From an optimization exercise on the open Yosys and OpenROAD flow, aimed at small area; shortcuts taken in it are not production practice. Function was checked by simulation only, so behaviour that the tests miss may differ from the original. No activity file was given, so power comes from the tool's default toggle rates.

==> flow/design.v <==
`default_nettype none
package mipsPkg;
	localparam int DataWidth = 32;
	localparam int RegAddrWidth = 5;
	localparam int RegCount = 32;
	localparam int ShamtWidth = 5;
	localparam int OpcodeMsb = 31;
	localparam int OpcodeLsb = 26;
	localparam int RsMsb = 25;
	localparam int RsLsb = 21;
	localparam int RtMsb = 20;
	localparam int RtLsb = 16;
	localparam int RdMsb = 15;
	localparam int RdLsb = 11;
	localparam int ShamtMsb = 10;
	localparam int ShamtLsb = 6;
	localparam int FunctMsb = 5;
	localparam int FunctLsb = 0;
	localparam int ImmMsb = 15;
	localparam int ImmLsb = 0;
	typedef logic [DataWidth-1:0] word_t;
	typedef logic [RegAddrWidth-1:0] regAddr_t;
	typedef enum logic [5:0] {
		OpRType = 6'b000000,
		OpAddi  = 6'b001000
	} opcode_e;
	typedef enum logic [5:0] {
		FnSll = 6'b000000,
		FnSrl = 6'b000010,
		FnSra = 6'b000011,
		FnAdd = 6'b100000,
		FnSub = 6'b100010,
		FnAnd = 6'b100100
	} funct_e;
	typedef enum logic [1:0] {AluAdd, AluSub, AluAnd} aluOp_e;
	typedef enum logic [1:0] {ShiftLeft, ShiftRightLogic, ShiftRightArith} shiftOp_e;
	typedef enum logic [2:0] {
		FetchWait, FetchAck, Decode, Execute, ShiftRun, WriteBack
	} state_e;
endpackage
`default_nettype wire
`timescale 1ns/1ps
`default_nettype none
module regFile (
	input logic clk,
	input logic reset,
	input mipsPkg::regAddr_t rdAddrA,
	input mipsPkg::regAddr_t rdAddrB,
	output mipsPkg::word_t rdDataA,
	output mipsPkg::word_t rdDataB,
	input logic wrEn,
	input mipsPkg::regAddr_t wrAddr,
	input mipsPkg::word_t wrData
);
	mipsPkg::word_t regs [0:mipsPkg::RegCount-1];
	always_ff @(posedge clk) begin
		if (reset) begin
			for (int i = 0; i < mipsPkg::RegCount; i++)
				regs[i] <= '0;
		end else if (wrEn && (wrAddr != '0)) begin
			regs[wrAddr] <= wrData;
		end
	end
	assign rdDataA = (rdAddrA == '0) ? '0 : regs[rdAddrA];
	assign rdDataB = (rdAddrB == '0) ? '0 : regs[rdAddrB];
endmodule
`default_nettype wire
`timescale 1ns/1ps
`default_nettype none
module aluUnit (
	input logic clk,
	input logic reset,
	input logic start,
	input mipsPkg::aluOp_e op,
	input mipsPkg::word_t a,
	input mipsPkg::word_t b,
	output mipsPkg::word_t result
);
	always_ff @(posedge clk) begin
		if (reset) begin
			result <= '0;
		end else if (start) begin
			case (op)
				mipsPkg::AluAdd: result <= a + b;  
				mipsPkg::AluSub: result <= a - b;
				mipsPkg::AluAnd: result <= a & b;
				default: result <= a + b;
			endcase
		end
	end
endmodule
`default_nettype wire
`timescale 1ns/1ps
`default_nettype none
module shiftUnit (
	input logic clk,
	input logic reset,
	input logic start,
	input mipsPkg::shiftOp_e op,
	input mipsPkg::word_t value,
	input logic [mipsPkg::ShamtWidth-1:0] amount,
	output mipsPkg::word_t result,
	output logic done
);
	mipsPkg::word_t data;
	logic [mipsPkg::ShamtWidth-1:0] count;  
	logic busy;
	assign done = busy && (count <= mipsPkg::ShamtWidth'(1));
	assign result = data;
	always_ff @(posedge clk) begin
		if (reset) begin
			busy <= 1'b0;
			count <= '0;
		end else if (start) begin
			busy <= 1'b1;
			count <= amount;
		end else if (busy) begin
			if (count != '0)
				count <= count - 1'b1;
			if (done)
				busy <= 1'b0;
		end
	end
	always_ff @(posedge clk) begin
		if (start) begin
			data <= value;
		end else if (busy && (count != '0)) begin
			case (op)
				mipsPkg::ShiftLeft: data <= data << 1;
				mipsPkg::ShiftRightLogic: data <= data >> 1;
				mipsPkg::ShiftRightArith: data <= {data[mipsPkg::DataWidth-1], data[mipsPkg::DataWidth-1:1]};  
				default: data <= data;
			endcase
		end
	end
endmodule
`default_nettype wire
`timescale 1ns/1ps
`default_nettype none
module datapath (
	input logic clk,
	input logic reset,
	input mipsPkg::word_t instr,
	input logic irLoad,
	input logic operandLoad,
	input logic aluStart,
	input logic shiftStart,
	input logic writeFromShift,
	input logic destIsRt,
	input logic regWrite,
	input mipsPkg::aluOp_e aluOp,
	input mipsPkg::shiftOp_e shiftOp,
	output mipsPkg::opcode_e opcode,
	output mipsPkg::funct_e funct,
	output logic shiftDone,
	output mipsPkg::regAddr_t regWrAddr,
	output mipsPkg::word_t regWrData
);
	mipsPkg::word_t ir;
	mipsPkg::word_t regA;
	mipsPkg::word_t regB;
	mipsPkg::word_t rdDataA;
	mipsPkg::word_t rdDataB;
	mipsPkg::word_t immExt;
	mipsPkg::word_t aluB;
	mipsPkg::word_t aluResult;
	mipsPkg::word_t shiftResult;
	always_ff @(posedge clk) begin
		if (irLoad)
			ir <= instr;
		if (operandLoad) begin
			regA <= rdDataA;
			regB <= rdDataB;
		end
	end
	assign opcode = mipsPkg::opcode_e'(ir[mipsPkg::OpcodeMsb:mipsPkg::OpcodeLsb]);
	assign funct = mipsPkg::funct_e'(ir[mipsPkg::FunctMsb:mipsPkg::FunctLsb]);
	assign immExt = {{(mipsPkg::DataWidth - mipsPkg::ImmMsb - 1){ir[mipsPkg::ImmMsb]}}, ir[mipsPkg::ImmMsb:mipsPkg::ImmLsb]};
	assign aluB = destIsRt ? immExt : regB;  
	assign regWrAddr = destIsRt ? ir[mipsPkg::RtMsb:mipsPkg::RtLsb] : ir[mipsPkg::RdMsb:mipsPkg::RdLsb];
	assign regWrData = writeFromShift ? shiftResult : aluResult;
	regFile u_regFile (
		.clk(clk),
		.reset(reset),
		.rdAddrA(ir[mipsPkg::RsMsb:mipsPkg::RsLsb]),
		.rdAddrB(ir[mipsPkg::RtMsb:mipsPkg::RtLsb]),
		.rdDataA(rdDataA),
		.rdDataB(rdDataB),
		.wrEn(regWrite),
		.wrAddr(regWrAddr),
		.wrData(regWrData)
	);
	aluUnit u_aluUnit (
		.clk(clk),
		.reset(reset),
		.start(aluStart),
		.op(aluOp),
		.a(regA),
		.b(aluB),
		.result(aluResult)
	);
	shiftUnit u_shiftUnit (
		.clk(clk),
		.reset(reset),
		.start(shiftStart),
		.op(shiftOp),
		.value(regB),  
		.amount(ir[mipsPkg::ShamtMsb:mipsPkg::ShamtLsb]),
		.result(shiftResult),
		.done(shiftDone)
	);
endmodule
`default_nettype wire
`timescale 1ns/1ps
`default_nettype none
module controlFsm (
	input logic clk,
	input logic reset,
	input logic instrReq,
	output logic instrAck,
	input mipsPkg::opcode_e opcode,
	input mipsPkg::funct_e funct,
	input logic shiftDone,
	output logic irLoad,
	output logic operandLoad,
	output logic aluStart,
	output logic shiftStart,
	output logic writeFromShift,
	output logic destIsRt,
	output logic regWrite,
	output mipsPkg::aluOp_e aluOp,
	output mipsPkg::shiftOp_e shiftOp
);
	mipsPkg::state_e state;
	mipsPkg::state_e nextState;
	logic opValid;  
	logic decValid;
	logic decShift;
	logic decRt;
	mipsPkg::aluOp_e decAluOp;
	mipsPkg::shiftOp_e decShiftOp;
	always_comb begin
		decValid = 1'b1;
		decShift = 1'b0;
		decRt = 1'b0;
		decAluOp = mipsPkg::AluAdd;
		decShiftOp = mipsPkg::ShiftLeft;
		case (opcode)
			mipsPkg::OpRType: begin
				case (funct)
					mipsPkg::FnAdd: decAluOp = mipsPkg::AluAdd;
					mipsPkg::FnSub: decAluOp = mipsPkg::AluSub;
					mipsPkg::FnAnd: decAluOp = mipsPkg::AluAnd;
					mipsPkg::FnSll: begin
						decShift = 1'b1;
						decShiftOp = mipsPkg::ShiftLeft;
					end
					mipsPkg::FnSrl: begin
						decShift = 1'b1;
						decShiftOp = mipsPkg::ShiftRightLogic;
					end
					mipsPkg::FnSra: begin
						decShift = 1'b1;
						decShiftOp = mipsPkg::ShiftRightArith;
					end
					default: decValid = 1'b0;  
				endcase
			end
			mipsPkg::OpAddi: decRt = 1'b1;  
			default: decValid = 1'b0;
		endcase
	end
	always_comb begin
		nextState = state;
		case (state)
			mipsPkg::FetchWait: begin
				if (instrReq)
					nextState = mipsPkg::FetchAck;
			end
			mipsPkg::FetchAck: begin
				if (!instrReq)
					nextState = mipsPkg::Decode;
			end
			mipsPkg::Decode: nextState = mipsPkg::Execute;
			mipsPkg::Execute: begin
				if (!opValid)
					nextState = mipsPkg::FetchWait;  
				else if (writeFromShift)
					nextState = mipsPkg::ShiftRun;
				else
					nextState = mipsPkg::WriteBack;
			end
			mipsPkg::ShiftRun: begin
				if (shiftDone)
					nextState = mipsPkg::WriteBack;
			end
			mipsPkg::WriteBack: nextState = mipsPkg::FetchWait;
			default: nextState = mipsPkg::FetchWait;
		endcase
	end
	always_ff @(posedge clk) begin
		if (reset) begin
			state <= mipsPkg::FetchWait;
			opValid <= 1'b0;
			writeFromShift <= 1'b0;
			destIsRt <= 1'b0;
			aluOp <= mipsPkg::AluAdd;
			shiftOp <= mipsPkg::ShiftLeft;
		end else begin
			state <= nextState;
			if (state == mipsPkg::Decode) begin  
				opValid <= decValid;
				writeFromShift <= decShift;
				destIsRt <= decRt;
				aluOp <= decAluOp;
				shiftOp <= decShiftOp;
			end
		end
	end
	assign irLoad = (state == mipsPkg::FetchWait) && instrReq;
	assign instrAck = (state == mipsPkg::FetchAck);
	assign operandLoad = (state == mipsPkg::Decode);
	assign aluStart = (state == mipsPkg::Execute) && opValid && !writeFromShift;
	assign shiftStart = (state == mipsPkg::Execute) && opValid && writeFromShift;
	assign regWrite = (state == mipsPkg::WriteBack);
endmodule
`default_nettype wire
`timescale 1ns/1ps
`default_nettype none
module mipsCore (
	input logic clk,
	input logic reset,
	input logic instrReq,
	input mipsPkg::word_t instr,
	output logic instrAck,
	output logic regWrite,
	output mipsPkg::regAddr_t regWrAddr,
	output mipsPkg::word_t regWrData
);
	mipsPkg::opcode_e opcode;
	mipsPkg::funct_e funct;
	mipsPkg::aluOp_e aluOp;
	mipsPkg::shiftOp_e shiftOp;
	logic shiftDone;
	logic irLoad;
	logic operandLoad;
	logic aluStart;
	logic shiftStart;
	logic writeFromShift;
	logic destIsRt;
	controlFsm u_controlFsm (
		.clk(clk),
		.reset(reset),
		.instrReq(instrReq),
		.instrAck(instrAck),
		.opcode(opcode),
		.funct(funct),
		.shiftDone(shiftDone),
		.irLoad(irLoad),
		.operandLoad(operandLoad),
		.aluStart(aluStart),
		.shiftStart(shiftStart),
		.writeFromShift(writeFromShift),
		.destIsRt(destIsRt),
		.regWrite(regWrite),
		.aluOp(aluOp),
		.shiftOp(shiftOp)
	);
	datapath u_datapath (
		.clk(clk),
		.reset(reset),
		.instr(instr),
		.irLoad(irLoad),
		.operandLoad(operandLoad),
		.aluStart(aluStart),
		.shiftStart(shiftStart),
		.writeFromShift(writeFromShift),
		.destIsRt(destIsRt),
		.regWrite(regWrite),
		.aluOp(aluOp),
		.shiftOp(shiftOp),
		.opcode(opcode),
		.funct(funct),
		.shiftDone(shiftDone),
		.regWrAddr(regWrAddr),
		.regWrData(regWrData)
	);
endmodule
`default_nettype wire
==> flow/run.sh <==
#!/bin/bash
# synth_recipe.tcl (not shown) runs the flow's synth.tcl, then flattens the netlist and writes it again
# the make line also repeats each setting of config.mk as NAME=value (left out here)
make -C /OpenROAD-flow-scripts/flow DESIGN_CONFIG=/design/flow/config.mk WORK_HOME=/design/flow/orfs CLKGATE_MAP_FILE= SYNTH_SCRIPT=/design/flow/synth_recipe.tcl finish
==> flow/config.mk <==
export PLATFORM = sky130hd
export DESIGN_NAME = mipsCore
export DESIGN_NICKNAME = mipsCore
export VERILOG_FILES = /design/flow/design.v
export SDC_FILE = /design/flow/constraint.sdc
export NUM_CORES = 4
export LEC_CHECK = 0
export CAP_MARGIN = 20
export CORE_MARGIN = 2
export CORE_UTILIZATION = 40
export SLEW_MARGIN = 20
==> flow/constraint.sdc <==
create_clock -name core_clock -period 10.0 [get_ports {clk}]
set_input_delay 2.0000 -clock core_clock [delete_from_list [all_inputs] [get_ports {clk}]]
set_output_delay 2.0000 -clock core_clock [all_outputs]
set_load 0.01 [all_outputs]
==> results.ini, run 1 <==
[global_route]
grt_max_degree=118
overflow=0
grt_util_all_layers=0.267
grt_pass1_vias=39900
antenna_found_initial=6
grt_pass1_wl_um=298000

[worst_setup_path]
worstSetupEndpointType=register
crit_fanout=41
start_kind=register
reg2reg_depth=18
rrSetupSlack_ns=3.92
max_stage_delay_ns=0.86
cp.arrival_ns=6.72
crit_cells=18
required_ns=10.65
crit_slowest_cell=dfxtp_2
critPathBufInv=1
cp_cell_sequence=buf_4 > mux2i_1 > ha_1 > o211ai_1 > nor4_2 > nand2_1 > a21oi_2 > a31oi_1 > xnor2_1 > o21ai_0 > ha_1 > a21o_1 > a2111oi_0 > o22ai_1 > a21oi_1 > o21ai_1 > xnor2_1 > a2111oi_0
r2r-end=u_datapath.u_aluUnit.result[27]
r2r-start=u_controlFsm.destIsRt
path_class=reg -> reg
cp_top_family=compound AO/OA/AOI/OAI gates

[routing]
drc_errors=0
dr.first_iter.drc_count=5702
via_per_inst=6.35
drtAntennaViolNets=0
vias=40800
firstDrtPassIters=8
totalWireLength_um=211000
routedWlPerCell_um=32.8

[clocking]
cts.clk_slew.worst_paths_ns=0.06
clock_latency_ns=0.78
ctsHoldBuffers=0
postCtsSetupRepairBufs=0
numCtsBuffers=135
cts_sinks=1200
cts_htree_levels=4
ctsResizeCount=0
clockBufferDepth=3
root_buffer=clkbuf_16
cts_tree=done

[logic_synthesis]
synth-seq-area-share=0.574
ys_warn_count=5
yosys_register_bits=1200
synth_area_leaders=edfxtp_1 (56%), mux4_2 (23%), nor2_1 (7.1%)
synth_cell_type_count=79
syn_area_per_cell_um2=14.4
synth_largest_type_area_fraction=0.559
syn_inst=4303
yosysMostFrequentCell=nor2_1
async_reset_ff_frac=0
synth_edf_count=1152
synth-main-ff-cell=edfxtp_1
netlist_area_um2=61900
synth_common_cells=nor2_1 (1,169), edfxtp_1 (1,152), mux4_2 (640)
yosysTopAreaCell=edfxtp_1

[timing]
finalSetupTns_ns=0
worstMarginPinSlew_ns=1.12
period_share=0.608
layout_min_cycle_time_ns=6.08
setup_violations=0
max_freq_mhz=165
slew_headroom=0.252
drv_slew=0
rsz0062_at_grt=no
finClkSkew_ns=0.0387
hold_viol=0

[die]
initial_core_util=0.402
dieWidth_um=397
die-area_um2=158000
core_area_um2=154000
rows=144
die_h_um=397
ioPinCount=74

[worst_hold_path]
hold_depth=2
hold_class=reg -> reg
min_from=u_datapath.u_aluUnit.result[0]
min_to=u_datapath.u_aluUnit.result[0]

[placed_design]
place_congestion=0.928
portBuffers=73
placed_cells=6173
dpl.hpwl_um=127000

[power_and_ir_drop]
max-vdd-ir-drop_mv=0.159
p_leak_uw=0.0228
power_density_nw_per_um2=170

[final_layout]
syn_to_final_growth_pct=12.5
final_layout_size_suffix_gt1_frac=0.249
final_cells=6418
finalNetCount=4342

[run_status]
status=complete, no violations

[job]
drv_cap=0

-- stage by stage --
step	total power [uW]	utilization	hold WS [ns]	setup slack [ns]	cell area (um^2)
6_report	11800	0.453	0.494	3.92	69600
5_1_grt	12100	0.453	0.517	3.40	69600
4_1_cts	11900	0.452	0.492	3.90	69600
3_5_place_dp	7110	0.425	0.484	4.01	65500
3_3_place_gp	7100	0.425	0.478	3.98	65500
2_1_floorplan	6640	-	0.431	4.86	62000
-- where the power goes --
| group | internal [uW] | total (uW) | switching, uW |
|---|---|---|---|
| sequential | 5680 | 5770 | 95.3 |
| combinational | 544 | 1250 | 705 |
| clock | 2700 | 4800 | 2100 |
-- cell usage in the layout (no fill, tap or decap), types with 35 or more instances in the layout --
cell and instances:
o21ai_0 51, buf_4 124, a21oi_1 121, clkdlybuf4s50_1 72
dfxtp_1 46, inv_1 69, nand2_1 72, mux2i_1 80
edfxtp_1 1152, mux4_2 640, ha_1 39, nor2_1 1166
clkbuf_16 137, xnor2_1 35
-- logic make-up after synthesis --
kind of cell | synth area share
XOR/XNOR | 0.00821
flip-flops | 0.574
multiplexers | 0.252
adder cells (fa/ha/maj) | 0.00821
buffers and inverters | 0.0295
AND/OR/NAND/NOR | 0.0964
other | 0.0000606
AO/OA/AOI/OAI | 0.0310
-- flip-flops by register name, summed over array words and instances, names as in the netlist --
signal and count:
u_datapath.u_shiftUnit.data 32, u_controlFsm.opValid 1, u_datapath.u_aluUnit.result 32, u_controlFsm.state 3, u_datapath.u_shiftUnit.busy 1, u_controlFsm.shiftOp 2, u_datapath.u_shiftUnit.count 5, u_datapath.regB 32
u_controlFsm.writeFromShift 1, u_datapath.ir 32, u_controlFsm.aluOp 2, u_controlFsm.destIsRt 1, u_datapath.regA 32, u_datapath.u_regFile.regs 1024
-- area by class of cell --
class / count / area, um^2
Sequential cell: 1200 / 35600
Clock buffer: 165 / 3530
Clock inverter: 77 / 623
Timing Repair Buffer: 206 / 1850
Inverter: 70 / 263
Fill cell: 13500 / 84200
Antenna cell: 2 / 5.00
Multi-Input combinational cell: 2654 / 25300
Tap cell: 2044 / 2560
-- worst register-to-register path, cell delays in order (launching register included) --
cell and delay [ns]:
dfxtp_2 0.86, buf_4 0.52, mux2i_1 0.35, ha_1 0.26
o211ai_1 0.22, nor4_2 0.58, nand2_1 0.21, a21oi_2 0.32
a31oi_1 0.15, xnor2_1 0.19, o21ai_0 0.10, ha_1 0.39
a21o_1 0.22, a2111oi_0 0.40, o22ai_1 0.13, a21oi_1 0.36
o21ai_1 0.15, xnor2_1 0.14, a2111oi_0 0.42
-- worst max-delay path by stage --
stage / start / end / slack, ns
6_report: u_controlFsm.destIsRt / u_datapath.u_aluUnit.result[27] / 3.92
2_1_floorplan: u_controlFsm.destIsRt / u_datapath.u_aluUnit.result[27] / 4.86
5_1_grt: u_controlFsm.destIsRt / u_datapath.u_aluUnit.result[27] / 3.40
3_5_place_dp: u_controlFsm.destIsRt / u_datapath.u_aluUnit.result[27] / 4.01
4_1_cts: u_controlFsm.destIsRt / u_datapath.u_aluUnit.result[27] / 3.90
3_3_place_gp: u_controlFsm.destIsRt / u_datapath.u_aluUnit.result[27] / 3.98
-- layer usage --
metal  GRT usage  wire length, um  up-vias
met3      0.0587            24500      426
met4       0.113             9690        4
li1            -                -    16300
met5           0               29        -
met1       0.375            81500    21300
met2       0.401            94900     2690
==> run 2: changes to the inputs <==
==> flow/design.v (replaced) <==
`default_nettype none
package mipsPkg;
	localparam int DataWidth = 32;
	localparam int RegAddrWidth = 5;
	localparam int RegCount = 32;
	typedef logic [DataWidth-1:0] word_t;
	typedef logic [RegAddrWidth-1:0] regAddr_t;
endpackage
`default_nettype wire
`timescale 1ns/1ps
`default_nettype none
module mipsCore (
	input logic clk,
	input logic reset,
	input logic instrReq,
	input mipsPkg::word_t instr,
	output logic instrAck,
	output logic regWrite,
	output mipsPkg::regAddr_t regWrAddr,
	output mipsPkg::word_t regWrData
);
	logic [5:0] opc, fn;
	logic [4:0] rsF, rtF, rdF, sa;
	logic isAddi, isR, isShift, isAlu, valid, isLeft, isSra, isSub, isAnd;
	assign opc = instr[31:26];
	assign fn = instr[5:0];
	assign rsF = instr[25:21];
	assign rtF = instr[20:16];
	assign rdF = instr[15:11];
	assign sa = instr[10:6];
	assign isAddi = (opc == 6'b001000);
	assign isR = (opc == 6'b000000);
	assign isShift = isR && (fn[5:2] == 4'b0000) && (fn[1:0] != 2'b01);
	assign isAlu = isR && (fn[5:3] == 3'b100) && (fn[0] == 1'b0) && (fn[2:1] != 2'b11);
	assign valid = isAddi || isShift || isAlu;
	assign isLeft = !fn[1];
	assign isSra = fn[0];
	assign isSub = !isAddi && fn[1];
	assign isAnd = !isAddi && fn[2];
	logic [4:0] ph;
	logic run, cpy, ack, wr, clr;
	logic [3:0] q;
	logic c, d0, d1;
	logic [31:0] o;
	logic [31:0] rbits;
	logic [4:0] dest, raddr;
	logic rbit, wbit, last, wen;
	logic [31:0] rf [1:31];
	assign dest = isAddi ? rtF : rdF;
	assign raddr = cpy ? rtF : rsF;
	assign rbits[0] = 1'b0;
	assign rbit = rbits[raddr];
	genvar gi;
	generate
		for (gi = 1; gi < 32; gi++) begin : g_reg
			logic [31:0] ring;
			always_ff @(posedge clk)
				ring <= {(clr || (wen && dest == gi)) ? wbit : ring[0], ring[31:1]};
			assign rbits[gi] = ring[0];
		end
	endgenerate
	logic immBit, srcB, cin, bb, sum, cout, alu, lres, rres, res, onext;
	assign immBit = ph[4] ? instr[15] : instr[ph[3:0]];
	assign srcB = isAddi ? immBit : rbit;
	assign cin = (ph == 5'd0) ? isSub : c;
	assign bb = o[0] ^ isSub;
	assign sum = rbit ^ bb ^ cin;
	assign cout = (rbit & bb) | (cin & (rbit ^ bb));
	assign alu = isAnd ? (rbit & o[0]) : sum;
	logic k1, k2;
	assign k1 = (q == 4'd0) && sa[0];
	assign k2 = (q != 4'd0);
	always_comb begin
		if (k2)
			lres = (ph[4:1] == 4'd0) ? 1'b0 : d1;
		else if (k1)
			lres = (ph == 5'd0) ? 1'b0 : d0;
		else
			lres = o[0];
		if (k2)
			rres = (ph == 5'd31) ? (isSra & o[0]) : (ph == 5'd30) ? (isSra & o[1]) : o[2];
		else if (k1)
			rres = (ph == 5'd31) ? (isSra & o[0]) : o[1];
		else
			rres = o[0];
	end
	assign res = isShift ? (isLeft ? lres : rres) : alu;
	assign onext = cpy ? srcB : res;
	assign last = isShift ? (q == sa[4:1]) : 1'b1;
	assign wen = run && !cpy && last;
	assign wbit = res && !clr;
	always_ff @(posedge clk) begin
		o <= {onext, o[31:1]};
		d0 <= o[0];
		d1 <= d0;
		c <= cout;
		if (reset) begin
			ph <= '0;
			run <= 1'b0;
			ack <= 1'b0;
			wr <= 1'b0;
			clr <= 1'b1;
		end else begin
			ph <= ph + 5'd1;
			wr <= 1'b0;
			if (ph == 5'd31)
				clr <= 1'b0;
			if (ack && !instrReq)
				ack <= 1'b0;
			if (!run && !ack && instrReq) begin
				if (!valid) begin
					ack <= 1'b1;  
				end else if (ph == 5'd31) begin
					run <= 1'b1;
					cpy <= 1'b1;
					q <= '0;
				end
			end
			if (run && ph == 5'd31) begin
				if (cpy) begin
					cpy <= 1'b0;
				end else if (last) begin
					run <= 1'b0;
					ack <= 1'b1;
					wr <= 1'b1;
				end else begin
					q <= q + 4'd1;
				end
			end
		end
	end
	assign instrAck = ack;
	assign regWrite = wr;
	assign regWrAddr = dest;
	assign regWrData = o;
endmodule
`default_nettype wire
--- a/flow/config.mk
+++ b/flow/config.mk
@@ -8,4 +8,5 @@
 export CAP_MARGIN = 20
 export CORE_MARGIN = 2
 export CORE_UTILIZATION = 40
+export CTS_BUF_LIST = sky130_fd_sc_hd__clkbuf_4
 export SLEW_MARGIN = 20
==> run 2 against run 1 <==
  * Non-clock buffer count fell by 133
  * Maximum frequency down 11%
  * Synthesized cell count shrank 68%
  * Sequential share of layout area up 25 points
  * Wire length fell by 85%
  * Clock power fell by 38%
  * Setup slack worse by 0.75 ns
  * Critical path type is now in -> out
==> results.ini, run 2 <==
[global_route]
grt_pass1_vias=10700
grt_max_degree=33
grt_util_all_layers=0.111
antenna_found_initial=5
met1_usage=0.145
grtUsageMet2=0.154
busiest_layer=met2
grt_pass1_wl_um=52100
overflow=0
grt_util_met3=0.0500

[worst_hold_path]
min_to=g_reg[27].ring[20]
hold_class=reg -> reg
hold_depth=0
min_from=g_reg[27].ring[21]

[clocking]
cts_htree_levels=4
cts.clk_slew.worst_paths_ns=0.07
cts_sinks=1041
ctsHoldBuffers=0
postCtsSetupRepairBufs=0
root_buffer=clkbuf_4
clockBufferDepth=3
numCtsBuffers=216
ctsResizeCount=0
clock_latency_ns=0.92
cts_tree=done

[final_layout]
final_common_cell=dfxtp_1
largest_reg_flops=992
multi_input_area_um2=1990
final_cell_mix=dfxtp_1 (1,036), clkbuf_4 (324), clkdlybuf4s50_1 (73), nor2_1 (60), clkinv_1 (27)
top_register=g.ring
fillCellCount=4931
finalNetCount=1692
final_layout_size_suffix_gt1_frac=0.201
fin_util=0.478
syn_to_final_growth_pct=18.9
register_area_um2=20900
reg_top3=g.ring (992), o (32), ph (5)

[worst_setup_path]
required_ns=8.00
crit_fanout=8
crit_cells=6
crit_slowest_cell=clkdlybuf4s50_1
r2r-end=g_reg[21].ring[31]
start_kind=primary input
path_common_cell=clkdlybuf4s50_1
reg2reg_depth=11
r2r-start=cpy
path_class=in -> out
cp.arrival_ns=4.83
worstSetupEndpointType=output port
max_stage_delay_ns=0.62
cp_cell_sequence=clkdlybuf4s50_1 > nor4_4 > and3_1 > mux2i_1 > inv_1 > clkdlybuf4s50_1
cp_top_family=buffers and inverters
rrSetupSlack_ns=5.38
critPathBufInv=3

[routing]
dr.first_iter.drc_count=470
drc_errors=0
via_per_inst=4.00
firstDrtPassIters=4
vias=10300
totalWireLength_um=31800
drtAntennaViolNets=0
routedWlPerCell_um=12.4

[logic_synthesis]
synth-seq-area-share=0.906
synth_area_leaders=dfxtp_1 (90%), nor2_1 (0.98%), a311oi_1 (0.84%)
yosysTopAreaCell=dfxtp_1
netlist_area_um2=23100
synth_largest_type_area_fraction=0.899
syn_area_per_cell_um2=16.7
async_reset_ff_frac=0
yosys_register_bits=1041
syn_inst=1378
yosysMostFrequentCell=dfxtp_1
synth_common_cells=dfxtp_1 (1,036), nor2_1 (60), nand2b_1 (26)
ys_warn_count=1
synth-main-ff-cell=dfxtp_1
synth_edf_count=5
synth_cell_type_count=60

[timing]
slew_headroom=0.289
holdWs_ns=0.287
rsz0062_at_grt=no
finClkSkew_ns=0.0492
period_share=0.683
layout_min_cycle_time_ns=6.83
hold_viol=0
drv_slew=0
worstMarginPinSlew_ns=1.07
finalSetupTns_ns=0
fin_ws_ns=3.17
setup_violations=0
max_freq_mhz=146

[power_and_ir_drop]
power_density_nw_per_um2=269
max-vdd-ir-drop_mv=0.174
p_leak_uw=0.0110

[placed_design]
dpl.hpwl_um=18500
place_ws_ns=3.18
portBuffers=73
place_congestion=0.864

[die]
ioPinCount=74
dieWidth_um=244
core_area_um2=57400
rows=88
die_h_um=244
initial_core_util=0.402
die-area_um2=59600

[run_status]
status=complete, no violations

[job]
drv_cap=0

-- run 2: worst max-delay path by stage --
stage	to	start
after floorplan	regWrAddr[0]	instr[30]
after global routing	regWrAddr[0]	instr[30]
after CTS	regWrAddr[0]	instr[30]
after global placement	regWrAddr[0]	instr[30]
final	regWrAddr[0]	instr[30]
after detailed placement	regWrAddr[0]	instr[30]
-- run 2: stage by stage --
step,power (uW),std cells,instance area (um^2)
2_1_floorplan,4370,1378,23100
3_3_place_gp,4470,2197,24700
3_5_place_dp,4480,2197,24700
4_1_cts,7510,2569,27400
5_1_grt,7750,2575,27400
6_report,7370,2576,27400
-- run 2: cells by family after synthesis --
family,count (synthesis),synth area share
AOI/OAI and AO/OA,110,0.0336
xor gates and xnor gates,8,0.00304
adders and majority gates,7,0.00412
buffers and inverters,41,0.00787
DFF,1041,0.906
muxes,17,0.0110
and+or+nand+nor,154,0.0346
-- run 2: power by group --
group / total, uW / switching, uW / internal (uW)
clock network: 2990 / 1410 / 1580
registers: 4210 / 22.3 / 4180
logic: 175 / 84.2 / 90.6
-- run 2: worst register-to-register path: stages, from the launching register on --
cell	delay [ns]
edfxtp_1	0.84
mux2_4	0.36
mux4_2	0.50
nor2b_1	0.14
or4_4	0.51
and2_1	0.20
fa_1	0.49
inv_1	0.08
a21oi_1	0.07
a32o_1	0.23
inv_1	0.76
a311oi_1	0.25
-- run 2: metal layers --
| metal | vias up | share of wire |
|---|---|---|
| li1 | 5181 | - |
| met1 | 4837 | 0.49 |
| met2 | 219 | 0.42 |
| met3 | 73 | 0.061 |
| met4 | 4 | 0.027 |
| met5 | - | 0.00072 |
-- run 2: area by class of cell --
type,instances,share of cell area
timing repair buffer,73,0.0266
antenna,7,0.000639
clock buffer,324,0.0887
tap,765,0.0349
clock inverter,48,0.0120
multi-input combinational,296,0.0726
sequential,1041,0.762
inverter,22,0.00301
==> run 3: changes to the inputs <==
--- a/flow/config.mk
+++ b/flow/config.mk
@@ -8,5 +8,5 @@
 export CAP_MARGIN = 20
 export CORE_MARGIN = 2
 export CORE_UTILIZATION = 40
-export CTS_BUF_LIST = sky130_fd_sc_hd__clkbuf_4
+export CTS_BUF_LIST = sky130_fd_sc_hd__clkbuf_8
 export SLEW_MARGIN = 20
==> run 3 against run 2 <==
  * Flip-flop and latch count stayed put
  * Register-to-register slack better by 0.31 ns
  * Non-clock buffer count increased by 1
  * Hold slack improved by 0.029 ns
  * Via count is 4.2% lower
  * Cell area about the same
  * Wire length shrank 1.3%
  * Sequential share of layout area is essentially flat
  * Setup slack gained 0.030 ns
  * Count of clock-buffer cells in the layout down 157
  * Die area unchanged
  * Core utilization about the same
  * Critical endpoint unchanged
  * Highest routed layer unchanged
==> results.ini, run 3 <==
[run_status]
status=complete, no violations

[logic_synthesis]
async_reset_ff_frac=0
ys_warn_count=1
synth-main-ff-cell=dfxtp_1
synth_common_cells=dfxtp_1 (1,036), nor2_1 (60), nand2b_1 (26)
synth-seq-area-share=0.906
synth_area_leaders=dfxtp_1 (90%), nor2_1 (0.98%), a311oi_1 (0.84%)
synth_edf_count=5
netlist_area_um2=23100
synth_largest_type_area_fraction=0.899
yosys_register_bits=1041
yosysMostFrequentCell=dfxtp_1
syn_inst=1378
yosysTopAreaCell=dfxtp_1
syn_area_per_cell_um2=16.7
synth_cell_type_count=60

[worst_setup_path]
path_class=in -> out
required_ns=8.00
start_kind=primary input
worstSetupEndpointType=output port
cp.arrival_ns=4.80
crit_fanout=8
rrSetupSlack_ns=5.69

[placed_design]
placed_cells=2197
place_congestion=0.864
portBuffers=73
dpl.hpwl_um=18500

[final_layout]
largest_reg_flops=992
top_register=g.ring
final_layout_size_suffix_gt1_frac=0.125
final_common_cell=dfxtp_1
fin_util=0.478
final_cells=2440
syn_to_final_growth_pct=19.0
final_cell_mix=dfxtp_1 (1,036), clkbuf_8 (167), clkdlybuf4s50_1 (73), inv_1 (71), nor2_1 (60)
finalNetCount=1618
reg_top3=g.ring (992), o (32), ph (5)

[timing]
hold_viol=0
finClkSkew_ns=0.0200
finalSetupTns_ns=0
drv_slew=0
layout_min_cycle_time_ns=6.80
slew_headroom=0.396
rsz0062_at_grt=no
setup_violations=0
worstMarginPinSlew_ns=0.904
max_freq_mhz=147
period_share=0.680

[routing]
drtAntennaViolNets=0
dr.first_iter.drc_count=430
firstDrtPassIters=4
via_per_inst=4.05
drc_errors=0
vias=9881
totalWireLength_um=31400
routedWlPerCell_um=12.9

[clocking]
ctsResizeCount=0
root_buffer=clkbuf_8
numCtsBuffers=141
cts.clk_slew.worst_paths_ns=0.07
clockBufferDepth=3
clock_latency_ns=0.71
ctsHoldBuffers=0
cts_tree=done
cts_sinks=1041
cts_htree_levels=4
postCtsSetupRepairBufs=0

[global_route]
grt_util_all_layers=0.109
overflow=0
antenna_found_initial=2
grt_max_degree=33
grt_pass1_wl_um=50700
grt_pass1_vias=10000

[die]
initial_core_util=0.402
dieWidth_um=244
die_h_um=244
core_area_um2=57400
die-area_um2=59600
rows=88
ioPinCount=74

[job]
drv_cap=0

[power_and_ir_drop]
p_leak_uw=0.0109
power_density_nw_per_um2=270
max-vdd-ir-drop_mv=0.154

[worst_hold_path]
hold_class=reg -> reg

-- run 3: path summary, 6_finish.rpt --
check,cells past startpoint,startpoint,to
hold reg to reg,0,g_reg[2].ring[17],g_reg[2].ring[16]
setup reg to reg,12,cpy,g_reg[21].ring[31]
setup / recovery,6,instr[30],regWrAddr[0]
hold / removal,0,g_reg[2].ring[17],g_reg[2].ring[16]
-- run 3: cells by family (layout without fill, tap and decap cells) --
kind of cell | after synthesis | in the layout | share of synthesized area
flops | 1041 | 1041 | 0.906
simple gates | 154 | 154 | 0.0346
compound gates | 110 | 110 | 0.0336
buf+inv | 41 | 336 | 0.00787
mux | 17 | 17 | 0.0110
xor+xnor | 8 | 8 | 0.00304
fa+ha+maj | 7 | 7 | 0.00412
other cells | 0 | 2 | 0
-- run 3: area by class of cell --
type	count	area, um^2
timing repair buffer	74	758
antenna	2	5.00
clock buffer	167	2300
inverter	22	82.6
sequential	1041	20900
fill	4836	29900
multi-input combinational	296	1990
clock inverter	73	454
tap	765	957
-- run 3: metrics by stage --
| stage | hold slack, ns | total power [uW] | instance area [um^2] | setup slack (ns) |
|---|---|---|---|---|
| finish | 0.316 | 7420 | 27400 | 3.20 |
| global route | 0.315 | 7740 | 27400 | 2.98 |
| CTS | 0.315 | 7530 | 27400 | 3.19 |
| detailed placement | 0.312 | 4480 | 24700 | 3.18 |
| global placement | 0.310 | 4470 | 24700 | 3.28 |
| floorplan | 0.310 | 4370 | 23100 | 4.64 |
-- run 3: power by group --
part	internal [uW]	switching [uW]
sequential	4190	22.6
combinational	97.8	86.1
clock	1620	1400
total	5910	1510
-- run 3: routing by layer --
| layer | global-route usage | part of all wire | wire, um |
|---|---|---|---|
| met1 | 0.145 | 0.49 | 15300 |
| met2 | 0.150 | 0.42 | 13100 |
| met3 | 0.0466 | 0.068 | 2130 |
| met4 | 0.0561 | 0.025 | 785 |
| met5 | 0 | 0.00076 | 24 |
-- run 3: critical path, cell delays in order --
cell	delay [ns]
clkdlybuf4s50_1	0.44
nor4_4	0.44
and3_1	0.48
mux2i_1	0.60
inv_1	0.22
clkdlybuf4s50_1	0.61
==> run 4: changes to the inputs <==
--- a/flow/config.mk
+++ b/flow/config.mk
@@ -9,4 +9,6 @@
 export CORE_MARGIN = 2
 export CORE_UTILIZATION = 40
 export CTS_BUF_LIST = sky130_fd_sc_hd__clkbuf_8
+export CTS_CLUSTER_DIAMETER = 50
+export CTS_CLUSTER_SIZE = 20
 export SLEW_MARGIN = 20
==> run 4 against run 3 <==
  * Still clean
  * Sequential power hardly changed
  * Hold slack better by 0.00084 ns
  * Flip-flop and latch count stayed put
  * Cell count is 6.9% lower
  * Sequential share of layout area is 5.4 points higher
  * Critical path type unchanged
==> results.ini, run 4 <==
[run_status]
status=complete, no violations

[die]
die_h_um=244
core_area_um2=57400
ioPinCount=74
dieWidth_um=244
initial_core_util=0.402
die-area_um2=59600
rows=88

[power_and_ir_drop]
max-vdd-ir-drop_mv=0.154
p_seq_frac=0.692
clockPowerShare=0.279
power_density_nw_per_um2=237
p_leak_uw=0.00984
swShare=0.204
p_sw_uw=1240
p_int_uw=4840
share_comb_of_total_power=0.029

[final_layout]
syn_to_final_growth_pct=11.0
multi_input_area_um2=1990
register_area_um2=20900
top_register=g.ring
final_cells=2271
largest_reg_flops=992
final_layout_size_suffix_gt1_frac=0.0578
reg_top3=g.ring (992), o (32), ph (5)
finalNetCount=1536
final_cell_mix=dfxtp_1 (1,036), clkdlybuf4s50_1 (73), nor2_1 (60), clkbuf_8 (60), nand2b_1 (26)
final_common_cell=dfxtp_1
fillCellCount=5001

[routing]
via_per_inst=4.06
vias=9231
firstDrtPassIters=4
dr.first_iter.drc_count=402
routedWlPerCell_um=13.1
drc_errors=0
totalWireLength_um=29700
drtAntennaViolNets=0

[logic_synthesis]
syn_area_per_cell_um2=16.7
yosysMostFrequentCell=dfxtp_1
synth_largest_type_area_fraction=0.899
synth_area_leaders=dfxtp_1 (90%), nor2_1 (0.98%), a311oi_1 (0.84%)
synth-seq-area-share=0.906
syn_inst=1378
synth_common_cells=dfxtp_1 (1,036), nor2_1 (60), nand2b_1 (26)
yosysTopAreaCell=dfxtp_1
ys_warn_count=1
synth_edf_count=5
synth-main-ff-cell=dfxtp_1
async_reset_ff_frac=0
netlist_area_um2=23100
synth_cell_type_count=60
yosys_register_bits=1041

[placed_design]
dpl.hpwl_um=18500
portBuffers=73
place_congestion=0.864
placed_cells=2197

[timing]
setup_violations=0
period_share=0.685
hold_viol=0
rsz0062_at_grt=no
holdWs_ns=0.317
worstMarginPinSlew_ns=1.09
max_freq_mhz=146
slew_headroom=0.270
finClkSkew_ns=0.0317
layout_min_cycle_time_ns=6.85
drv_slew=0
finalSetupTns_ns=0

[clocking]
cts.clk_slew.worst_paths_ns=0.11
root_buffer=clkbuf_8
clock_latency_ns=0.69
cts_sinks=1041
ctsHoldBuffers=0
numCtsBuffers=60
ctsResizeCount=0
cts_tree=done
postCtsSetupRepairBufs=0
clockBufferDepth=3
cts_htree_levels=2

[global_route]
grt_pass1_wl_um=47400
met1_usage=0.144
grt_util_all_layers=0.100
grt_max_degree=33
grtUsageMet2=0.142
grt_pass1_vias=9032
grt_util_met3=0.0283
antenna_found_initial=3
busiest_layer=met1
overflow=0

[worst_setup_path]
cp_cell_sequence=clkdlybuf4s50_1 > nor4_4 > and3_1 > mux2i_1 > inv_1 > clkdlybuf4s50_1
path_class=in -> out
max_stage_delay_ns=0.65
cp.arrival_ns=4.85
crit_slowest_cell=clkdlybuf4s50_1
crit_fanout=8
required_ns=8.00
start_kind=primary input
path_common_cell=clkdlybuf4s50_1
worstSetupEndpointType=output port

[job]
drv_cap=0

[worst_hold_path]
hold_class=reg -> reg

==> run 4: power groups by stage <==
stage / Clock (uW) / Combinational, uW / Sequential, uW
final: 1690 / 176 / 4200
after detailed placement: 0 / 176 / 4300
after global routing: 1920 / 187 / 4210
after global placement: 0 / 174 / 4300
after floorplan: 0 / 65.5 / 4310
after CTS: 1770 / 176 / 4210
==> run 4: layer usage <==
| layer | vias up | routed length, um |
|---|---|---|
| met5 | - | 23 |
| met4 | 4 | 997 |
| met3 | 80 | 1450 |
| met2 | 125 | 12000 |
| met1 | 4361 | 15300 |
| li1 | 4661 | - |
==> run 4: final timing paths <==
path                            cells after the start                 end  slack, ns               from
worst min-delay path                                0   g_reg[21].ring[0]       0.32  g_reg[21].ring[1]
worst max register to register                     11  g_reg[21].ring[31]       5.37                cpy
worst max-delay path                                6        regWrAddr[0]       3.15          instr[30]
worst min register to register                      0   g_reg[21].ring[0]       0.32  g_reg[21].ring[1]
==> run 4: per-stage QoR <==
step / utilization / setup slack [ns] / cell area, um^2 / power, uW
2_1_floorplan: - / 4.64 / 23100 / 4370
3_3_place_gp: 0.430 / 3.28 / 24700 / 4470
3_5_place_dp: 0.430 / 3.18 / 24700 / 4480
4_1_cts: 0.446 / 3.19 / 25600 / 6150
5_1_grt: 0.446 / 2.98 / 25600 / 6320
6_report: 0.446 / 3.15 / 25600 / 6070
==> run 4: logic make-up (layout without fill, tap and decap cells) <==
family	count (synthesis)	in the layout	synth area share
muxes	17	17	0.0110
buffers and inverters	41	167	0.00787
DFF	1041	1041	0.906
xor gates and xnor gates	8	8	0.00304
other	0	2	0
adders and majority gates	7	7	0.00412
AOI/OAI and AO/OA	110	110	0.0336
and+or+nand+nor	154	154	0.0346
==> run 4: area by class of cell <==
type                       instances  share of cell area
antenna                            2            0.000195
clock buffer                      60              0.0322
clock inverter                    12             0.00484
inverter                          22             0.00322
multi-input combinational        296              0.0778
sequential                      1041               0.816
tap                              765              0.0374
timing repair buffer              73              0.0285
==> run 4: critical path, delay by kind of cell <==
kind	cells	cell delay (ns)
buf+inv	3	1.32
mux	1	0.61
simple gates	2	0.92
==> run 5: changes to the inputs <==
--- a/flow/config.mk
+++ b/flow/config.mk
@@ -7,7 +7,7 @@
 export LEC_CHECK = 0
 export CAP_MARGIN = 20
 export CORE_MARGIN = 2
-export CORE_UTILIZATION = 40
+export CORE_UTILIZATION = 65
 export CTS_BUF_LIST = sky130_fd_sc_hd__clkbuf_8
 export CTS_CLUSTER_DIAMETER = 50
 export CTS_CLUSTER_SIZE = 20
==> run 5 against run 4 <==
  * Still clean on timing, DRC and antenna
  * First-iteration DRC count is 16% higher
  * Maximum frequency is 0.37% higher
  * Via count is 0.17% lower
  * Synthesized cell count stayed put
  * Flip-flop and latch count stayed put
  * Non-clock buffer count stayed put
  * Total power is 0.98% higher
  * Clock skew is 0.0045 ns higher
  * Clock power is 4% higher
  * Critical path depth stayed put
  * Area after synthesis stayed put
  * Critical path type unchanged
  * Largest cell class unchanged
==> results.ini, run 5 <==
[run_status]
status=complete, no violations

[timing]
drv_slew=0
layout_min_cycle_time_ns=6.83
finClkSkew_ns=0.0363
max_freq_mhz=146
period_share=0.683
slew_headroom=0.299
hold_viol=0
setup_violations=0
finalSetupTns_ns=0
rsz0062_at_grt=no
worstMarginPinSlew_ns=1.05

[clocking]
root_buffer=clkbuf_8
clockBufferDepth=3
cts_htree_levels=2
postCtsSetupRepairBufs=0
clock_latency_ns=0.68
ctsHoldBuffers=0
cts_tree=done
numCtsBuffers=60
cts_sinks=1041
ctsResizeCount=0
cts.clk_slew.worst_paths_ns=0.11

[logic_synthesis]
synth_largest_type_area_fraction=0.899
syn_area_per_cell_um2=16.7
async_reset_ff_frac=0
synth_edf_count=5
ys_warn_count=1
yosysTopAreaCell=dfxtp_1
synth_common_cells=dfxtp_1 (1,036), nor2_1 (60), nand2b_1 (26)
synth-seq-area-share=0.906
yosysMostFrequentCell=dfxtp_1
synth-main-ff-cell=dfxtp_1
syn_inst=1378
netlist_area_um2=23100
yosys_register_bits=1041
synth_area_leaders=dfxtp_1 (90%), nor2_1 (0.98%), a311oi_1 (0.84%)
synth_cell_type_count=60

[final_layout]
largest_reg_flops=992
top_register=g.ring
final_cell_area_um2=25300
final_cell_mix=dfxtp_1 (1,036), clkdlybuf4s50_1 (73), clkbuf_8 (62), nor2_1 (60)
syn_to_final_growth_pct=9.56
final_common_cell=dfxtp_1
finalNetCount=1536
final_layout_size_suffix_gt1_frac=0.0584
reg_top3=g.ring (992), o (32), ph (5)
final_cells=1964

[power_and_ir_drop]
swShare=0.201
share_comb_of_total_power=0.029
power_density_nw_per_um2=243
max-vdd-ir-drop_mv=0.205
p_int_uw=4900
clockPowerShare=0.285
p_seq_frac=0.686
p_leak_uw=0.00987
p_sw_uw=1230

[global_route]
antenna_found_initial=1
grt_util_all_layers=0.178
grt_pass1_wl_um=49600
grt_max_degree=33
grt_pass1_vias=9181
overflow=0

[worst_setup_path]
path_class=in -> out
crit_slowest_cell=mux2i_1
start_kind=primary input
max_stage_delay_ns=0.67
path_common_cell=clkdlybuf4s50_1
reg2reg_depth=11
cp.arrival_ns=4.83
cp_cell_sequence=clkdlybuf4s50_1 > nor4_4 > and3_1 > mux2i_1 > inv_1 > clkdlybuf4s50_1
crit_fanout=8
worstSetupEndpointType=output port
required_ns=8.00

[routing]
drtAntennaViolNets=0
firstDrtPassIters=5
dr.first_iter.drc_count=466
via_per_inst=4.69
routedWlPerCell_um=16.3
vias=9215
totalWireLength_um=32000
drc_errors=0

[placed_design]
placed_area_um2=24300
portBuffers=73
dpl.hpwl_um=19700
placed_cells=1887
place_congestion=0.872

[job]
drv_cap=0

[die]
dieWidth_um=192
core_area_um2=34700
initial_core_util=0.664
rows=68
ioPinCount=74
die_h_um=192
die-area_um2=37000

[worst_hold_path]
hold_class=reg -> reg
hold_depth=0

-- run 5: cell type report --
class / count / area (um^2)
inverter: 22 / 82.6
clock buffer: 62 / 853
tap: 455 / 569
antenna: 1 / 2.50
multi-input combinational: 296 / 1990
clock inverter: 14 / 148
sequential: 1041 / 20900
fill: 2097 / 9450
timing repair buffer: 73 / 731
-- run 5: worst max-delay path: cells and delay by family --
| kind | cells | cell delay [ns] |
|---|---|---|
| buf+inv | 3 | 1.25 |
| simple gates | 2 | 0.90 |
| mux | 1 | 0.67 |
-- run 5: power by group through the flow --
stage	combinational, uW	clock, uW	sequential, uW
2_1_floorplan	65.5	0	4310
3_3_place_gp	177	0	4300
3_5_place_dp	178	0	4300
4_1_cts	179	1810	4210
5_1_grt	192	1940	4210
6_report	178	1750	4210
-- run 5: worst paths after layout --
| check | end | from | slack [ns] |
|---|---|---|---|
| worst min register to register | g_reg[19].ring[23] | g_reg[19].ring[24] | 0.31 |
| worst min-delay path | g_reg[19].ring[23] | g_reg[19].ring[24] | 0.31 |
| worst max-delay path | regWrAddr[0] | instr[30] | 3.17 |
| worst max register to register | g_reg[29].ring[31] | cpy | 5.09 |
-- run 5: cells by family (layout without fill, tap and decap cells) --
logic type / count (synthesis) / count (layout) / share of synthesized area
and+or+nand+nor: 154 / 154 / 0.0346
AOI/OAI and AO/OA: 110 / 110 / 0.0336
DFF: 1041 / 1041 / 0.906
xor gates and xnor gates: 8 / 8 / 0.00304
buffers and inverters: 41 / 171 / 0.00787
adders and majority gates: 7 / 7 / 0.00412
other: 0 / 1 / 0
muxes: 17 / 17 / 0.0110
-- run 5: through the flow --
stage	utilization	power [uW]	setup slack (ns)	hold WS [ns]
finish	0.728	6130	3.17	0.312
floorplan	-	4370	4.64	0.310
global route	0.728	6350	2.98	0.319
detailed placement	0.699	4480	3.18	0.312
global placement	0.699	4480	3.28	0.310
CTS	0.728	6200	3.17	0.310
-- run 5: routing by layer --
| layer | vias up | global-route usage | wire (um) |
|---|---|---|---|
| li1 | 4668 | - | - |
| met1 | 4358 | 0.253 | 15600 |
| met4 | 0 | 0.0511 | 567 |
| met3 | 42 | 0.0464 | 1530 |
| met2 | 147 | 0.271 | 14300 |
| met5 | - | 0 | 0 |
==> run 6: changes to the inputs <==
==> flow/config.mk (replaced) <==
export PLATFORM = sky130hd
export DESIGN_NAME = mipsCore
export DESIGN_NICKNAME = mipsCore
export VERILOG_FILES = /design/flow/design.v
export SDC_FILE = /design/flow/constraint.sdc
export NUM_CORES = 4
export LEC_CHECK = 0
export CAP_MARGIN = 20
export CORE_MARGIN = 2
export CORE_UTILIZATION = 40
export SLEW_MARGIN = 20
==> run 6 against run 5 <==
  * Still clean on timing, DRC and antenna
  * Critical path depth unchanged
  * Sequential power about the same
  * Wire length down 3.5%
  * Critical endpoint unchanged
  * Largest power group unchanged
  * Hold slack worse by 0.00074 ns
  * First-iteration DRC count down 15%
  * Core utilization down 25 points
  * Setup slack better by 0.0097 ns
==> results.ini, run 6 <==
[logic_synthesis]
synth_cell_type_count=60
synth_top_family_by_area=simple AND/OR/NAND/NOR gates
synth_edf_count=5
async_reset_ff_frac=0
netlist_area_um2=23100
yosysMostFrequentCell=dfxtp_1
synth_common_cells=dfxtp_1 (1,036), nor2_1 (60), nand2b_1 (26)
syn_area_per_cell_um2=16.7
synth_area_leaders=dfxtp_1 (90%), nor2_1 (0.98%), a311oi_1 (0.84%)
synth-xor-area-share=0.00304
yosysTopAreaCell=dfxtp_1
synthMuxAreaShare=0.0110
synth-seq-area-share=0.906
synth_fa_ha_area_frac=0.00412
syn_inst=1378
synth-main-ff-cell=dfxtp_1
synth_compound_area_frac=0.0336
ys_warn_count=1
synth_largest_type_area_fraction=0.899
synthSimpleGateAreaFrac=0.0346
yosys_register_bits=1041

[worst_hold_path]
hold_depth=0
min_from=g_reg[29].ring[23]
min_to=g_reg[29].ring[22]
hold_class=reg -> reg

[timing]
finClkSkew_ns=0.0206
period_share=0.682
layout_min_cycle_time_ns=6.82
slew_headroom=0.399
drv_slew=0
finalSetupTns_ns=0
holdWs_ns=0.311
setup_violations=0
rsz0062_at_grt=no
max_freq_mhz=147
hold_viol=0
worstMarginPinSlew_ns=0.900

[power_and_ir_drop]
max-vdd-ir-drop_mv=0.170
power_density_nw_per_um2=281
p_sw_uw=1520
p_seq_frac=0.540
share_comb_of_total_power=0.024
p_int_uw=6270
swShare=0.195
clockPowerShare=0.436
p_leak_uw=0.0108

[clocking]
ctsHoldBuffers=0
clockBufferDepth=3
cts_sinks=1041
clock_latency_ns=0.63
root_buffer=clkbuf_16
numCtsBuffers=87
ctsResizeCount=0
cts.clk_slew.worst_paths_ns=0.06
cts_tree=done
cts_htree_levels=3
postCtsSetupRepairBufs=0

[global_route]
antenna_found_initial=3
grt_util_met3=0.0359
overflow=0
grt_util_all_layers=0.106
grtUsageMet2=0.147
grt_max_degree=33
grt_pass1_vias=9333
busiest_layer=met1
met1_usage=0.149
grt_pass1_wl_um=49400

[final_layout]
reg_top3=g.ring (992), o (32), ph (5)
final_layout_size_suffix_gt1_frac=0.101
largest_reg_flops=992
top_register=g.ring
final_common_cell=dfxtp_1
finalNetCount=1564
multi_input_area_um2=1990
fin_util=0.483
fillCellCount=4757
final_cell_mix=dfxtp_1 (1,036), clkbuf_16 (91), clkdlybuf4s50_1 (73), nor2_1 (60), nand2b_1 (26)
register_area_um2=20900
syn_to_final_growth_pct=20.1

[worst_setup_path]
reg2reg_depth=12
crit_slowest_cell=clkdlybuf4s50_1
cp_cell_sequence=clkdlybuf4s50_1 > nor4_4 > and3_1 > mux2i_1 > inv_1 > clkdlybuf4s50_1
required_ns=8.00
r2r-end=g_reg[21].ring[31]
cp-startpoint=instr[30]
path_common_cell=clkdlybuf4s50_1
critPathBufInv=3
cp.arrival_ns=4.82
r2r-start=cpy
start_kind=primary input
cp_top_family=buffers and inverters
path_class=in -> out
crit_fanout=8
worstSetupEndpointType=output port
max_stage_delay_ns=0.62
rrSetupSlack_ns=5.67

[die]
core_area_um2=57400
initial_core_util=0.402
dieWidth_um=244
die_h_um=244
ioPinCount=74
die-area_um2=59600
rows=88

[routing]
via_per_inst=4.05
totalWireLength_um=30900
dr.first_iter.drc_count=395
routedWlPerCell_um=13.1
firstDrtPassIters=5
vias=9562
drc_errors=0
drtAntennaViolNets=0

[placed_design]
portBuffers=73
place_congestion=0.864
dpl.hpwl_um=18500

[run_status]
status=complete, no violations

[job]
drv_cap=0

run 6: changes by cell type in the layout (fill, tap and decap cells not counted), sizes merged:
| cell | change |
|---|---|
| bufinv | +4 |
| clkinvlp | +1 |
| inv | -3 |
| clkbuf | +65 |
| clkinv | +17 |
| buf | +1 |
run 6: worst max-delay path by stage:
stage	end	slack, ns	depth (start not counted)
CTS	regWrAddr[0]	3.19	6
global placement	regWrAddr[0]	3.28	6
detailed placement	regWrAddr[0]	3.18	6
floorplan	regWrAddr[0]	4.64	5
finish	regWrAddr[0]	3.18	6
global route	regWrAddr[0]	2.97	6
run 6: cell families (layout without fill, tap and decap cells):
family                     after synthesis  after routing
and+or+nand+nor                        154            154
adders and majority gates                7              7
muxes                                   17             17
xor gates and xnor gates                 8              8
other                                    0              1
DFF                                   1041           1041
AOI/OAI and AO/OA                      110            110
buffers and inverters                   41            256
run 6: power groups by stage:
stage	logic, uW	registers, uW	clock network (uW)
6_report	184	4210	3400
5_1_grt	196	4210	3670
4_1_cts	176	4210	3500
3_5_place_dp	176	4300	0
3_3_place_gp	174	4300	0
2_1_floorplan	65.5	4310	0
run 6: metal layers:
layer / routed length [um] / part of all wire
met5: 25 / 0.00081
met4: 931 / 0.030
met3: 1720 / 0.056
met2: 12700 / 0.41
met1: 15500 / 0.50
run 6: layout make-up:
cell class | instances | share of cell area
clock inverters | 33 | 0.0149
inverters | 22 | 0.00298
flip-flops and latches | 1041 | 0.754
multi-input cells | 296 | 0.0719
clock buffers | 127 | 0.0940
well taps | 765 | 0.0346
diodes | 1 | 0.0000903
repair buffers | 74 | 0.0274
run 6: worst register-to-register path: stages, from the launching register on:
cell and delay (ns):
edfxtp_1 0.83, mux2_4 0.36, mux4_2 0.51, nor2b_1 0.14, or4_4 0.51, and2_1 0.20
fa_1 0.56, inv_1 0.05, a21oi_1 0.14, a32o_1 0.14, inv_1 0.21, buf_16 0.25
a311oi_1 0.33
run 6: per-stage QoR:
stage	power, uW	cells	area, um^2	setup slack (ns)
floorplan	4370	1378	23100	4.64
global placement	4470	2197	24700	3.28
detailed placement	4480	2197	24700	3.18
CTS	7880	2357	27700	3.19
global route	8070	2358	27700	2.97
finish	7790	2359	27700	3.18
==> run 7: changes to the inputs <==
--- a/flow/design.v
+++ b/flow/design.v
@@ -6,6 +6,79 @@
 	typedef logic [DataWidth-1:0] word_t;
 	typedef logic [RegAddrWidth-1:0] regAddr_t;
 endpackage
+`default_nettype wire
+`timescale 1ns/1ps
+`default_nettype none
+module mux2c (
+	input logic a,
+	input logic b,
+	input logic s,
+	output logic q
+);
+	assign q = s ? b : a;
+endmodule
+module mux4c (
+	input logic [3:0] d,
+	input logic [1:0] s,
+	output logic q
+);
+	assign q = s[1] ? (s[0] ? d[3] : d[2]) : (s[0] ? d[1] : d[0]);
+endmodule
+module nand2c (
+	input logic a,
+	input logic b,
+	output logic q
+);
+	assign q = !(a && b);
+endmodule
+module regWritePredec (
+	input logic [4:0] dest,
+	input logic wen,
+	input logic clr,
+	output logic [3:0] hi,
+	output logic [7:0] lo
+);
+	always_comb begin
+		for (int j = 0; j < 4; j++)
+			hi[j] = clr || (wen && dest[4:3] == j[1:0]);
+		for (int j = 0; j < 8; j++)
+			lo[j] = clr || (dest[2:0] == j[2:0]);
+	end
+endmodule
+module regReadMux (
+	input logic [31:0] bits,
+	input logic [4:0] addr,
+	output logic q
+);
+	logic [7:0] l1;
+	logic [1:0] l2;
+	genvar i;
+	generate
+		for (i = 0; i < 8; i++) begin : g_l1
+			mux4c u_m (.d(bits[4*i+3:4*i]), .s(addr[1:0]), .q(l1[i]));
+		end
+		for (i = 0; i < 2; i++) begin : g_l2
+			mux4c u_m (.d(l1[4*i+3:4*i]), .s(addr[3:2]), .q(l2[i]));
+		end
+	endgenerate
+	mux2c u_m3 (.a(l2[0]), .b(l2[1]), .s(addr[4]), .q(q));
+endmodule
+module immMux (
+	input logic [15:0] imm,
+	input logic [4:0] ph,
+	output logic q
+);
+	logic [3:0] l1;
+	logic l2;
+	genvar i;
+	generate
+		for (i = 0; i < 4; i++) begin : g_l1
+			mux4c u_m (.d(imm[4*i+3:4*i]), .s(ph[1:0]), .q(l1[i]));
+		end
+	endgenerate
+	mux4c u_m2 (.d(l1), .s(ph[3:2]), .q(l2));
+	mux2c u_m3 (.a(l2), .b(imm[15]), .s(ph[4]), .q(q));
+endmodule
 `default_nettype wire
 `timescale 1ns/1ps
 `default_nettype none
@@ -49,18 +122,24 @@
 	assign dest = isAddi ? rtF : rdF;
 	assign raddr = cpy ? rtF : rsF;
 	assign rbits[0] = 1'b0;
-	assign rbit = rbits[raddr];
+	regReadMux u_rd (.bits(rbits), .addr(raddr), .q(rbit));
+	logic [3:0] selHi;
+	logic [7:0] selLo;
+	regWritePredec u_dec (.dest(dest), .wen(wen), .clr(clr), .hi(selHi), .lo(selLo));
 	genvar gi;
 	generate
 		for (gi = 1; gi < 32; gi++) begin : g_reg
 			logic [31:0] ring;
+			logic ins, selN;
+			nand2c u_sel (.a(selHi[gi / 8]), .b(selLo[gi % 8]), .q(selN));
+			mux2c u_ins (.a(wbit), .b(ring[0]), .s(selN), .q(ins));
 			always_ff @(posedge clk)
-				ring <= {(clr || (wen && dest == gi)) ? wbit : ring[0], ring[31:1]};
+				ring <= {ins, ring[31:1]};
 			assign rbits[gi] = ring[0];
 		end
 	endgenerate
 	logic immBit, srcB, cin, bb, sum, cout, alu, lres, rres, res, onext;
-	assign immBit = ph[4] ? instr[15] : instr[ph[3:0]];
+	immMux u_imm (.imm(instr[15:0]), .ph(ph), .q(immBit));
 	assign srcB = isAddi ? immBit : rbit;
 	assign cin = (ph == 5'd0) ? isSub : c;
 	assign bb = o[0] ^ isSub;
--- a/flow/config.mk
+++ b/flow/config.mk
@@ -8,4 +8,9 @@
 export CAP_MARGIN = 20
 export CORE_MARGIN = 2
 export CORE_UTILIZATION = 40
+export CTS_BUF_LIST = sky130_fd_sc_hd__clkbuf_8
+export CTS_CLUSTER_DIAMETER = 50
+export CTS_CLUSTER_SIZE = 20
 export SLEW_MARGIN = 20
+export SYNTH_HIERARCHICAL = 1
+export SYNTH_MINIMUM_KEEP_SIZE = 0
==> run 7 against run 6 <==
  * Total power is 19% lower
  * Hold slack worse by 0.0025 ns
  * Area after synthesis is 1.1% lower
  * Sequential share of layout area is 5.4 points higher
  * Cell count is 7.0% lower
  * Global-route usage is 0.67 points lower
  * Wire length is 8.0% lower
  * Clock skew is 0.0082 ns higher
  * Critical path type unchanged
  * Critical endpoint is now regWrAddr[1]
  * Largest power group unchanged
  * Highest routed layer is now met4
==> results.ini, run 7 <==
[run_status]
status=complete, no violations

[timing]
period_share=0.600
finalSetupTns_ns=0
max_freq_mhz=167
finClkSkew_ns=0.0288
worstMarginPinSlew_ns=0.906
layout_min_cycle_time_ns=6.00
holdWs_ns=0.308
slew_headroom=0.395
hold_viol=0
rsz0062_at_grt=no
drv_slew=0
setup_violations=0

[logic_synthesis]
yosysMostFrequentCell=dfxtp_1
syn_area_per_cell_um2=18.2
synth_area_leaders=dfxtp_1 (91%), mux2_4 (2.2%), mux4_2 (1.5%)
synth-main-ff-cell=dfxtp_1
syn_inst=1256
yosysTopAreaCell=dfxtp_1
async_reset_ff_frac=0
ys_warn_count=8
netlist_area_um2=22800
synth_edf_count=5
synth_common_cells=dfxtp_1 (1,036), nand2_1 (44), mux2_4 (33)
yosys_register_bits=1041
synth-seq-area-share=0.916
synth_largest_type_area_fraction=0.909
synth_cell_type_count=49

[final_layout]
finalNetCount=1441
syn_to_final_growth_pct=13.3
final_layout_size_suffix_gt1_frac=0.121
final_cell_mix=dfxtp_1 (1,036), clkbuf_8 (73), clkdlybuf4s50_1 (73), nand2_1 (44), mux2_4 (33)
fin_util=0.458
top_register=g.ring
reg_top3=g.ring (992), o (32), ph (5)
largest_reg_flops=992
final_common_cell=dfxtp_1

[power_and_ir_drop]
p_leak_uw=0.0103
power_density_nw_per_um2=243
max-vdd-ir-drop_mv=0.118
power_uw=6290

[die]
die_h_um=243
rows=87
die-area_um2=58900
dieWidth_um=243
core_area_um2=56400
initial_core_util=0.404
ioPinCount=74

[clocking]
cts_htree_levels=3
clockBufferDepth=3
cts_sinks=1041
numCtsBuffers=70
postCtsSetupRepairBufs=0
cts_tree=done
root_buffer=clkbuf_8
clock_latency_ns=0.67
ctsResizeCount=0
cts.clk_slew.worst_paths_ns=0.11
ctsHoldBuffers=0

[routing]
firstDrtPassIters=4
vias=8568
totalWireLength_um=28400
routedWlPerCell_um=12.9
drtAntennaViolNets=0
dr.first_iter.drc_count=371
drc_errors=0
via_per_inst=3.90

[worst_setup_path]
path_common_cell=clkdlybuf4s50_1
crit_fanout=7
path_class=in -> out
cp.arrival_ns=4.00
required_ns=8.00
worstSetupEndpointType=output port
cp_top_family=buffers and inverters
crit_slowest_cell=clkdlybuf4s50_1
cp_cell_sequence=clkdlybuf4s50_1 > nor3_1 > and2_2 > nand2_2 > mux2_2 > clkdlybuf4s50_1
start_kind=primary input
max_stage_delay_ns=0.56
critPathBufInv=2

[global_route]
grt_pass1_wl_um=45900
grt_pass1_vias=8696
grt_max_degree=32
grt_util_all_layers=0.0994
antenna_found_initial=1
overflow=0

[worst_hold_path]
hold_class=reg -> reg

[placed_design]
dpl.hpwl_um=17300
place_congestion=0.820
portBuffers=73

[job]
drv_cap=0

-- run 7: kinds of logic after synthesis --
family,synth area share
compound gates,0.0126
simple gates,0.0168
flops,0.916
xor+xnor,0.00307
mux,0.0437
other cells,0.000164
fa+ha+maj,0.00417
buf+inv,0.00351
-- run 7: final timing paths --
path | from | endpoint | cells after the start | slack [ns]
setup reg to reg | cpy | g_reg[24].ring[31] | 10 | 5.80
setup / recovery | instr[28] | regWrAddr[1] | 6 | 4.00
hold / removal | g_reg[8].ring[17] | g_reg[8].ring[16] | 0 | 0.31
hold reg to reg | g_reg[8].ring[17] | g_reg[8].ring[16] | 0 | 0.31
-- run 7: routing by layer --
layer  global-route usage  part of all wire  wire length, um
met5                    0                 0                0
met4               0.0395             0.025              715
met3               0.0328             0.053             1500
met2                0.143              0.40            11400
met1                0.138              0.52            14800
-- run 7: modules after synthesis, one instance, submodules excluded, a selection --
module,flops+latches,cells,area (um^2),copies in the design
mipsCore,1041,1155,21700,1
regWritePredec,0,22,136,1
mux4c,0,1,22.5,15
mux2c,0,1,15.0,33
nand2c,0,1,3.75,31
-- run 7: cell type report --
cell class                      count  area, um^2
Timing Repair Buffer               73         731
Antenna cell                        4        10.0
Inverter                           17        63.8
Clock buffer                       73        1000
Multi-Input combinational cell    196        1840
Tap cell                          756         946
Clock inverter                     35         349
Sequential cell                  1041       20900
Fill cell                        4823       30500
-- run 7: power by group --
group	internal [uW]	switching, uW	leakage, uW	total [uW]
registers	4160	14.0	0.00840	4180
clock network	773	1240	0.000695	2020
logic	56.8	38.4	0.00123	95.2
total	4990	1300	0.0103	6290
-- run 7: per-stage QoR --
| stage | area, um^2 | setup WS, ns | instances |
|---|---|---|---|
| 6_report | 25800 | 4.00 | 2195 |
| 3_5_place_dp | 24500 | 3.59 | 2083 |
| 5_1_grt | 25800 | 3.88 | 2191 |
| 4_1_cts | 25800 | 4.00 | 2191 |
| 3_3_place_gp | 24500 | 3.76 | 2083 |
| 2_1_floorplan | 22800 | 4.31 | 1256 |

re-timing with driven ports:
No port has a modelled driver above. Below, the same layouts with a new extraction and two added sets of constraints. Step 1 sets driving cells, clkbuf_16 on the clock port and buf_2 on the other inputs (assumed; they add their load-dependent delay and slew). Step 2 moves the port delays by t, midway between the first and last clock arrival at a register: inputs arrive t later, outputs are due t later. That takes back most of the time a late clock gives input paths. a / b / c = no drivers / after step 1 / after step 2; a / b = the first two.
run	t, ns	slack for setup (ns)	worst setup path at the end
run 1	0.845	3.924 / 3.924 / 3.924	register to register
run 2	0.938	3.172 / 3.149 / 3.149	input to output
run 3	0.748	3.202 / 3.179 / 3.179	input to output
run 4	0.714	3.146 / 3.123 / 3.123	input to output
run 5	0.708	3.171 / 3.150 / 3.150	input to output
run 6	0.667	3.181 / 3.158 / 3.158	input to output
run 7	0.689	4.000 / 3.975 / 3.975	input to output
After both steps every run listed still meets setup and hold. For run 7, which loses most, drivers alone change the setup slack by -0.025 ns; drivers and shift together by -0.025 ns.
